Background: an optimization exercise with open tools, aiming at small area, a short achievable clock period and few clock cycles per item. Do not read the settings as production practice. RTL that was checked went through simulation tests only; none was proved equivalent to the original.

==> inputs of branch juniper <==
Design dsp_mac_pipe, start of the top module:
module dsp_mac_pipe
#(
  parameter int A_W      = 18,
  parameter int B_W      = 18,
  parameter int P_W      = 48,
  parameter bit SATURATE = 1'b0
) (
  input  logic           clk,
  input  logic           rst_n,
  input  logic [A_W-1:0] a,
  input  logic [B_W-1:0] b,
  input  logic [B_W-1:0] d,
  input  logic [P_W-1:0] c,
  input  logic           carryin,
  input  logic           pre_sel,
  input  logic           pre_sub,
  input  logic [1:0]     mode,
  input  logic           in_valid,
  input  logic           in_last,
  output logic           in_ready,
  output logic [P_W-1:0] p,
  output logic           carryout,
  output logic           ovf,
  output logic           out_valid,
  output logic           out_last,
  input  logic           out_ready
);
export LEC_CHECK = 0
export CAP_MARGIN = 20
export CORE_MARGIN = 2
export CORE_UTILIZATION = 40
export SLEW_MARGIN = 20
create_clock -name core_clock -period 7.0 [get_ports {clk}]
standard.sh (not shown) runs the stock make flow with config.mk's settings and CLKGATE_MAP_FILE= SYNTH_SCRIPT=/design/flow/synth_recipe.tcl, a recipe that flattens the netlist after the stock synthesis.
==> flow/flow/run.sh <==
#!/bin/bash
# Standard ORFS layout with two changes:
#  - after the standard synthesis, fa_polarity.py rebuilds full adders in
#    true or complemented form (and swaps a few gates for their complement
#    cells) to drop the inverters synthesis left around them; registers and
#    all other cells are untouched;
#  - placement buffers every port with buf_1 instead of the default cell.
set -euo pipefail
R="$PWD/orfs/results/sky130hd/dsp_mac_pipe/base"
BUF="BUFFER_PORTS_ARGS=-buffer_cell sky130_fd_sc_hd__buf_1"
bash standard.sh "$BUF" synth > make_synth.log 2>&1
cp "$R/1_2_yosys.v" "$R/1_2_yosys_standard.v"
python3 flow/fa_polarity.py "$R/1_2_yosys_standard.v" "$R/1_2_yosys.v" > fa_polarity.log 2>&1
rm -f "$R/1_synth.odb" "$R/1_synth.sdc"
bash standard.sh "$BUF" finish > make_finish.log 2>&1
Other scripts of this flow, unchanged in this note and not shown: flow/flow/fa_polarity.py
==> branch amber: changes against branch juniper <==
--- a/flow/design.v
+++ b/flow/design.v
@@ -130,68 +130,76 @@
   assign in_ready = adv;
   logic        psub;
   logic [18:0] dd, bx;
   logic [19:0] xs;
   assign psub = pre_sel & pre_sub;
   assign dd   = pre_sel ? {d[17], d} : 19'd0;
   assign bx   = {b[17], b} ^ {19{psub}};
   assign xs   = {dd, 1'b1} + {bx, psub};
+  logic        is_acc0, accc0, msub0;
+  logic [18:0] ae;
+  logic [8:0]  bone, btwo, bneg;
+  assign is_acc0 = mode[0];
+  assign accc0   = mode[0] & mode[1];
+  assign msub0   = mode[1] & !mode[0];
+  assign ae      = {a, 1'b0};
+  genvar gi, gj;
+  for (gi = 0; gi < 9; gi++) begin : g_enc
+    logic h, m, l;
+    assign h = ae[2*gi+2];
+    assign m = ae[2*gi+1];
+    assign l = ae[2*gi];
+    assign bone[gi] = !accc0 & (m ^ l);
+    assign btwo[gi] = !accc0 & ((h & !m & !l) | (!h & m & l));
+    assign bneg[gi] = !accc0 & (h ^ msub0);
+  end
   logic        v1_reg, ci1_reg, last1_reg;
   logic [1:0]  mode1_reg;
-  logic [17:0] a1_reg;
+  logic        msign1_reg;
   logic [18:0] x1_reg;
   logic [47:0] c1_reg;
+  logic [8:0]  one1_reg, two1_reg, neg1_reg;
   always_ff @(posedge clk or negedge rst_n) begin
     if (!rst_n) v1_reg <= 1'b0;
     else if (adv) v1_reg <= in_valid;
   end
   always_ff @(posedge clk) begin
     if (adv) begin
-      a1_reg    <= a;
+      msign1_reg <= (a[17] ^ xs[19]) & (|a) & (|xs[19:1]);
       x1_reg    <= xs[19:1];
       c1_reg    <= (mode == dsp_mac_pkg::MAC) ? 48'd0 : c;
       mode1_reg <= mode;
       ci1_reg   <= carryin;
       last1_reg <= in_last;
+      one1_reg  <= bone;
+      two1_reg  <= btwo;
+      neg1_reg  <= bneg;
     end
   end
   logic is_acc, accc, msub, ms, ci, produce;
   logic live_reg, sticky_reg;
   logic [47:0] acc_reg;
   assign is_acc  = mode1_reg[0];
   assign accc    = mode1_reg[0] & mode1_reg[1];
   assign msub    = mode1_reg[1] & !mode1_reg[0];
   assign ms      = msub;
   assign ci      = ci1_reg;
   assign produce = !is_acc | last1_reg;
-  logic [18:0] ae;
-  logic [8:0]  bone, btwo, bneg;
-  assign ae = {a1_reg, 1'b0};
-  genvar gi, gj;
-  for (gi = 0; gi < 9; gi++) begin : g_enc
-    logic h, m, l;
-    assign h = ae[2*gi+2];
-    assign m = ae[2*gi+1];
-    assign l = ae[2*gi];
-    assign bone[gi] = !accc & (m ^ l);
-    assign btwo[gi] = !accc & ((h & !m & !l) | (!h & m & l));
-    assign bneg[gi] = !accc & (h ^ msub);
-  end
   logic [18:0]      x;
   logic [20:0]      xe;
   logic [8:0][19:0] ppm;
   logic [8:0]       ppsm;
   assign x  = x1_reg;
   assign xe = {x[18], x, 1'b0};    
   for (gi = 0; gi < 9; gi++) begin : g_row
     for (gj = 0; gj < 20; gj++) begin : g_bit
-      assign ppm[gi][gj] = ((bone[gi] & xe[gj+1]) | (btwo[gi] & xe[gj])) ^ bneg[gi];
+      assign ppm[gi][gj] = ((one1_reg[gi] & xe[gj+1]) | (two1_reg[gi] & xe[gj])) ^ neg1_reg[gi];
     end
-    assign ppsm[gi] = !(((bone[gi] | btwo[gi]) & x[18]) ^ bneg[gi]);
+    assign ppsm[gi] = !(((one1_reg[gi] | two1_reg[gi]) & x[18]) ^ neg1_reg[gi]);
   end
   logic [47:0] accv;
   logic [46:0] crow, arow;
   logic        crow_ns, arow_ns;
   assign accv    = (is_acc & live_reg) ? acc_reg : 48'd0;
   assign crow    = c1_reg[46:0];
   assign crow_ns = !c1_reg[47];
   assign arow    = accv[46:0];
@@ -496,38 +504,38 @@
   logic fs234, fc234;
   logic fs235, fc235;
   assign hs0 = krow[10] ^ crow[10];
   assign hc0 = krow[10] & crow[10];
   assign hs1 = krow[11] ^ crow[11];
   assign hc1 = krow[11] & crow[11];
   assign fs0 = krow[12] ^ crow[12] ^ arow[12];
   assign fc0 = (krow[12] & crow[12]) | (krow[12] & arow[12]) | (crow[12] & arow[12]);
-  assign hs2 = bneg[6] ^ ppm[0][12];
-  assign hc2 = bneg[6] & ppm[0][12];
+  assign hs2 = neg1_reg[6] ^ ppm[0][12];
+  assign hc2 = neg1_reg[6] & ppm[0][12];
   assign fs1 = krow[13] ^ crow[13] ^ arow[13];
   assign fc1 = (krow[13] & crow[13]) | (krow[13] & arow[13]) | (crow[13] & arow[13]);
   assign hs3 = ppm[0][13] ^ ppm[1][11];
   assign hc3 = ppm[0][13] & ppm[1][11];
   assign fs2 = krow[14] ^ crow[14] ^ arow[14];
   assign fc2 = (krow[14] & crow[14]) | (krow[14] & arow[14]) | (crow[14] & arow[14]);
-  assign fs3 = bneg[7] ^ ppm[0][14] ^ ppm[1][12];
-  assign fc3 = (bneg[7] & ppm[0][14]) | (bneg[7] & ppm[1][12]) | (ppm[0][14] & ppm[1][12]);
+  assign fs3 = neg1_reg[7] ^ ppm[0][14] ^ ppm[1][12];
+  assign fc3 = (neg1_reg[7] & ppm[0][14]) | (neg1_reg[7] & ppm[1][12]) | (ppm[0][14] & ppm[1][12]);
   assign hs4 = ppm[2][10] ^ ppm[3][8];
   assign hc4 = ppm[2][10] & ppm[3][8];
   assign fs4 = krow[15] ^ crow[15] ^ arow[15];
   assign fc4 = (krow[15] & crow[15]) | (krow[15] & arow[15]) | (crow[15] & arow[15]);
   assign fs5 = ppm[0][15] ^ ppm[1][13] ^ ppm[2][11];
   assign fc5 = (ppm[0][15] & ppm[1][13]) | (ppm[0][15] & ppm[2][11]) | (ppm[1][13] & ppm[2][11]);
   assign hs5 = ppm[3][9] ^ ppm[4][7];
   assign hc5 = ppm[3][9] & ppm[4][7];
   assign fs6 = krow[16] ^ crow[16] ^ arow[16];
   assign fc6 = (krow[16] & crow[16]) | (krow[16] & arow[16]) | (crow[16] & arow[16]);
-  assign fs7 = bneg[8] ^ ppm[0][16] ^ ppm[1][14];
-  assign fc7 = (bneg[8] & ppm[0][16]) | (bneg[8] & ppm[1][14]) | (ppm[0][16] & ppm[1][14]);
+  assign fs7 = neg1_reg[8] ^ ppm[0][16] ^ ppm[1][14];
+  assign fc7 = (neg1_reg[8] & ppm[0][16]) | (neg1_reg[8] & ppm[1][14]) | (ppm[0][16] & ppm[1][14]);
   assign fs8 = ppm[2][12] ^ ppm[3][10] ^ ppm[4][8];
   assign fc8 = (ppm[2][12] & ppm[3][10]) | (ppm[2][12] & ppm[4][8]) | (ppm[3][10] & ppm[4][8]);
   assign hs6 = ppm[5][6] ^ ppm[6][4];
   assign hc6 = ppm[5][6] & ppm[6][4];
   assign fs9 = krow[17] ^ crow[17] ^ arow[17];
   assign fc9 = (krow[17] & crow[17]) | (krow[17] & arow[17]) | (crow[17] & arow[17]);
   assign fs10 = ppm[0][17] ^ ppm[1][15] ^ ppm[2][13];
   assign fc10 = (ppm[0][17] & ppm[1][15]) | (ppm[0][17] & ppm[2][13]) | (ppm[1][15] & ppm[2][13]);
@@ -578,36 +586,36 @@
   assign hs12 = 1'b1 ^ crow[25];
   assign hc12 = 1'b1 & crow[25];
   assign hs13 = krow[4] ^ crow[4];
   assign hc13 = krow[4] & crow[4];
   assign hs14 = krow[5] ^ crow[5];
   assign hc14 = krow[5] & crow[5];
   assign fs28 = krow[6] ^ crow[6] ^ arow[6];
   assign fc28 = (krow[6] & crow[6]) | (krow[6] & arow[6]) | (crow[6] & arow[6]);
-  assign hs15 = bneg[3] ^ ppm[0][6];
-  assign hc15 = bneg[3] & ppm[0][6];
+  assign hs15 = neg1_reg[3] ^ ppm[0][6];
+  assign hc15 = neg1_reg[3] & ppm[0][6];
   assign fs29 = krow[7] ^ crow[7] ^ arow[7];
   assign fc29 = (krow[7] & crow[7]) | (krow[7] & arow[7]) | (crow[7] & arow[7]);
   assign hs16 = ppm[0][7] ^ ppm[1][5];
   assign hc16 = ppm[0][7] & ppm[1][5];
   assign fs30 = krow[8] ^ crow[8] ^ arow[8];
   assign fc30 = (krow[8] & crow[8]) | (krow[8] & arow[8]) | (crow[8] & arow[8]);
-  assign fs31 = bneg[4] ^ ppm[0][8] ^ ppm[1][6];
-  assign fc31 = (bneg[4] & ppm[0][8]) | (bneg[4] & ppm[1][6]) | (ppm[0][8] & ppm[1][6]);
+  assign fs31 = neg1_reg[4] ^ ppm[0][8] ^ ppm[1][6];
+  assign fc31 = (neg1_reg[4] & ppm[0][8]) | (neg1_reg[4] & ppm[1][6]) | (ppm[0][8] & ppm[1][6]);
   assign hs17 = ppm[2][4] ^ ppm[3][2];
   assign hc17 = ppm[2][4] & ppm[3][2];
   assign fs32 = krow[9] ^ crow[9] ^ arow[9];
   assign fc32 = (krow[9] & crow[9]) | (krow[9] & arow[9]) | (crow[9] & arow[9]);
   assign fs33 = ppm[0][9] ^ ppm[1][7] ^ ppm[2][5];
   assign fc33 = (ppm[0][9] & ppm[1][7]) | (ppm[0][9] & ppm[2][5]) | (ppm[1][7] & ppm[2][5]);
   assign hs18 = ppm[3][3] ^ ppm[4][1];
   assign hc18 = ppm[3][3] & ppm[4][1];
-  assign fs34 = arow[10] ^ bneg[5] ^ hs0;
-  assign fc34 = (arow[10] & bneg[5]) | (arow[10] & hs0) | (bneg[5] & hs0);
+  assign fs34 = arow[10] ^ neg1_reg[5] ^ hs0;
+  assign fc34 = (arow[10] & neg1_reg[5]) | (arow[10] & hs0) | (neg1_reg[5] & hs0);
   assign fs35 = ppm[0][10] ^ ppm[1][8] ^ ppm[2][6];
   assign fc35 = (ppm[0][10] & ppm[1][8]) | (ppm[0][10] & ppm[2][6]) | (ppm[1][8] & ppm[2][6]);
   assign fs36 = ppm[3][4] ^ ppm[4][2] ^ ppm[5][0];
   assign fc36 = (ppm[3][4] & ppm[4][2]) | (ppm[3][4] & ppm[5][0]) | (ppm[4][2] & ppm[5][0]);
   assign fs37 = arow[11] ^ hc0 ^ hs1;
   assign fc37 = (arow[11] & hc0) | (arow[11] & hs1) | (hc0 & hs1);
   assign fs38 = ppm[0][11] ^ ppm[1][9] ^ ppm[2][7];
   assign fc38 = (ppm[0][11] & ppm[1][9]) | (ppm[0][11] & ppm[2][7]) | (ppm[1][9] & ppm[2][7]);
@@ -722,24 +730,24 @@
   assign hs21 = 1'b1 ^ crow[31];
   assign hc21 = 1'b1 & crow[31];
   assign hs22 = krow[0] ^ crow[0];
   assign hc22 = krow[0] & crow[0];
   assign hs23 = krow[1] ^ crow[1];
   assign hc23 = krow[1] & crow[1];
   assign fs91 = krow[2] ^ crow[2] ^ arow[2];
   assign fc91 = (krow[2] & crow[2]) | (krow[2] & arow[2]) | (crow[2] & arow[2]);
-  assign hs24 = bneg[1] ^ ppm[0][2];
-  assign hc24 = bneg[1] & ppm[0][2];
+  assign hs24 = neg1_reg[1] ^ ppm[0][2];
+  assign hc24 = neg1_reg[1] & ppm[0][2];
   assign fs92 = krow[3] ^ crow[3] ^ arow[3];
   assign fc92 = (krow[3] & crow[3]) | (krow[3] & arow[3]) | (crow[3] & arow[3]);
   assign hs25 = ppm[0][3] ^ ppm[1][1];
   assign hc25 = ppm[0][3] & ppm[1][1];
-  assign fs93 = arow[4] ^ bneg[2] ^ hs13;
-  assign fc93 = (arow[4] & bneg[2]) | (arow[4] & hs13) | (bneg[2] & hs13);
+  assign fs93 = arow[4] ^ neg1_reg[2] ^ hs13;
+  assign fc93 = (arow[4] & neg1_reg[2]) | (arow[4] & hs13) | (neg1_reg[2] & hs13);
   assign fs94 = ppm[0][4] ^ ppm[1][2] ^ ppm[2][0];
   assign fc94 = (ppm[0][4] & ppm[1][2]) | (ppm[0][4] & ppm[2][0]) | (ppm[1][2] & ppm[2][0]);
   assign fs95 = arow[5] ^ hc13 ^ hs14;
   assign fc95 = (arow[5] & hc13) | (arow[5] & hs14) | (hc13 & hs14);
   assign fs96 = ppm[0][5] ^ ppm[1][3] ^ ppm[2][1];
   assign fc96 = (ppm[0][5] & ppm[1][3]) | (ppm[0][5] & ppm[2][1]) | (ppm[1][3] & ppm[2][1]);
   assign fs97 = hc14 ^ fs28 ^ ppm[1][4];
   assign fc97 = (hc14 & fs28) | (hc14 & ppm[1][4]) | (fs28 & ppm[1][4]);
@@ -852,18 +860,18 @@
   assign fs151 = 1'b1 ^ crow[33] ^ arow[33];
   assign fc151 = (1'b1 & crow[33]) | (1'b1 & arow[33]) | (crow[33] & arow[33]);
   assign hs26 = ppm[7][19] ^ ppm[8][17];
   assign hc26 = ppm[7][19] & ppm[8][17];
   assign fs152 = crow[34] ^ arow[34] ^ ppsm[7];
   assign fc152 = (crow[34] & arow[34]) | (crow[34] & ppsm[7]) | (arow[34] & ppsm[7]);
   assign hs27 = 1'b1 ^ crow[35];
   assign hc27 = 1'b1 & crow[35];
-  assign hs28 = arow[0] ^ bneg[0];
-  assign hc28 = arow[0] & bneg[0];
+  assign hs28 = arow[0] ^ neg1_reg[0];
+  assign hc28 = arow[0] & neg1_reg[0];
   assign fs153 = arow[1] ^ hc22 ^ hs23;
   assign fc153 = (arow[1] & hc22) | (arow[1] & hs23) | (hc22 & hs23);
   assign fs154 = hc23 ^ fs91 ^ ppm[1][0];
   assign fc154 = (hc23 & fs91) | (hc23 & ppm[1][0]) | (fs91 & ppm[1][0]);
   assign fs155 = fc91 ^ fs92 ^ hc24;
   assign fc155 = (fc91 & fs92) | (fc91 & hc24) | (fs92 & hc24);
   assign fs156 = fc92 ^ fs93 ^ hc25;
   assign fc156 = (fc92 & fs93) | (fc92 & hc25) | (fs93 & hc25);
@@ -1048,17 +1056,17 @@
   assign fs234 = arow[46] ^ hc37 ^ hs38;
   assign fc234 = (arow[46] & hc37) | (arow[46] & hs38) | (hc37 & hs38);
   assign fs235 = arow_ns ^ hc38 ^ hs39;
   assign fc235 = (arow_ns & hc38) | (arow_ns & hs39) | (hc38 & hs39);
   assign sum0 = {hc39, fc234, fc233, fc232, fc231, fc230, fc229, fc228, fc227, fc226, fs226, fs225, fs224, fc222, fs222, fs221, fc219, fc218, fc217, fc216, fs216, fc214, fc213, fc212, fc211, fc210, fc209, fc208, fc207, fc206, fc205, fc204, fc203, fc202, fc201, fc200, fc199, fc198, fc197, fc196, fc195, fc194, fc193, fc192, fc191, fc190, fc189, hc40, ppm[0][0]};
   assign sum1 = {fc235, fs235, fs234, fs233, fs232, fs231, fs230, fs229, fs228, fs227, fc225, fc224, fc223, fs223, fc221, fc220, fs220, fs219, fs218, fs217, fc215, fs215, fs214, fs213, fs212, fs211, fs210, fs209, fs208, fs207, fs206, fs205, fs204, fs203, fs202, fs201, fs200, fs199, fs198, fs197, fs196, fs195, fs194, fs193, fs192, fs191, fs190, fs189, hs40};
   assign r = sum0 + sum1;
   logic msign, op1_47, op2_47, ovf_now, ovf_tot, cy_now;
-  assign msign   = (a1_reg[17] ^ x[18]) & (|a1_reg) & (|x);
+  assign msign   = msign1_reg;
   assign op1_47  = is_acc ? accv[47] : c1_reg[47];
   assign op2_47  = accc ? c1_reg[47] : (msign ^ msub);
   assign cy_now  = r[48] ^ op1_47 ^ op2_47;
   assign ovf_now = r[48] ^ r[47];
   assign ovf_tot = ovf_now | (is_acc & live_reg & sticky_reg);
   always_ff @(posedge clk or negedge rst_n) begin
     if (!rst_n) begin
       out_valid <= 1'b0;
==> key figures <==
CTS
  • Num CTS Buffers: 17

STA
  • F_max: between 100 and 150 MHz

Layout
  • Inverters: between 100 and 150
  • Post-route insts no fill: about 2.7k
  • Seq/total area: approximately a quarter

Setup path
  • CP max-delay cell: fa_1
  • R2r worst-path depth: 22
  • Req. time, crit path: a little over 7 ns
  • Crit path from: mode1_reg[1]

Outcome
  • Status: timing/DRC/antenna clean

Drt
  • Avg Vias per Cell: 5.571
The numbers above come from branch juniper.

==> key figures <==
Setup path
  • Req. time, crit path: about 7.3 ns
  • Crit path from: x1_reg[9]
  • Worst path cell trace: a22oi_1 -> xor2_1 -> fa_1 -> inv_1 -> fa_1 -> fa_1 -> fa_1 -> fa_1 -> ha_1 -> a211oi_1 -> nor3_1 -> o221ai_1 -> or4b_1 -> o21ai_1 -> buf_4 -> o31ai_1 -> a41oi_1 -> xnor2_1
  • R2r worst-path depth: 18

STA
  • F_max: about 150 MHz

Outcome
  • Status: timing/DRC/antenna clean

CTS
  • Num CTS Buffers: 25

Layout
  • Inverters: about 140
  • Post-route insts no fill: approximately 2.7k
  • Seq/total area: between 20% and 30%

Drt
  • Avg Vias per Cell: approximately 5.5

Global route
  • Antenna violations before repair: 2
The numbers above come from branch amber.

Testbench counts of branch juniper, summed over its fixed seeds: cycles 24,016, items 24,000.
The RTL of branch amber was laid out without a check of its function.

port drivers added, routing unchanged:
How much do the figures lean on ideal ports? The routed layouts below were timed once more, with nothing changed but the port constraints. Step 1: set_driving_cell puts a clkbuf_16 on clk and a buf_2 on each other input, an assumption about the parent block. Step 2 adds t to the input delays and takes it off the output delays; t is the mean of the earliest and latest rising clock arrival at the registers after step 1. Input paths then give back, and output paths get back, about the clock's delay inside the block. Slacks: ideal ports / drivers / drivers and shift; pairs: ideal ports / drivers.
run | t, ns | setup slack, ns | worst setup path at the end | worst slew at a driven data input, ns
branch juniper | 0.534 | 0.233 / 0.233 / 0.233 | register to register | 0.06
branch amber | 0.595 | 0.243 / 0.243 / 0.243 | register to register | 0.07
After both steps setup and hold are still met in every run listed.
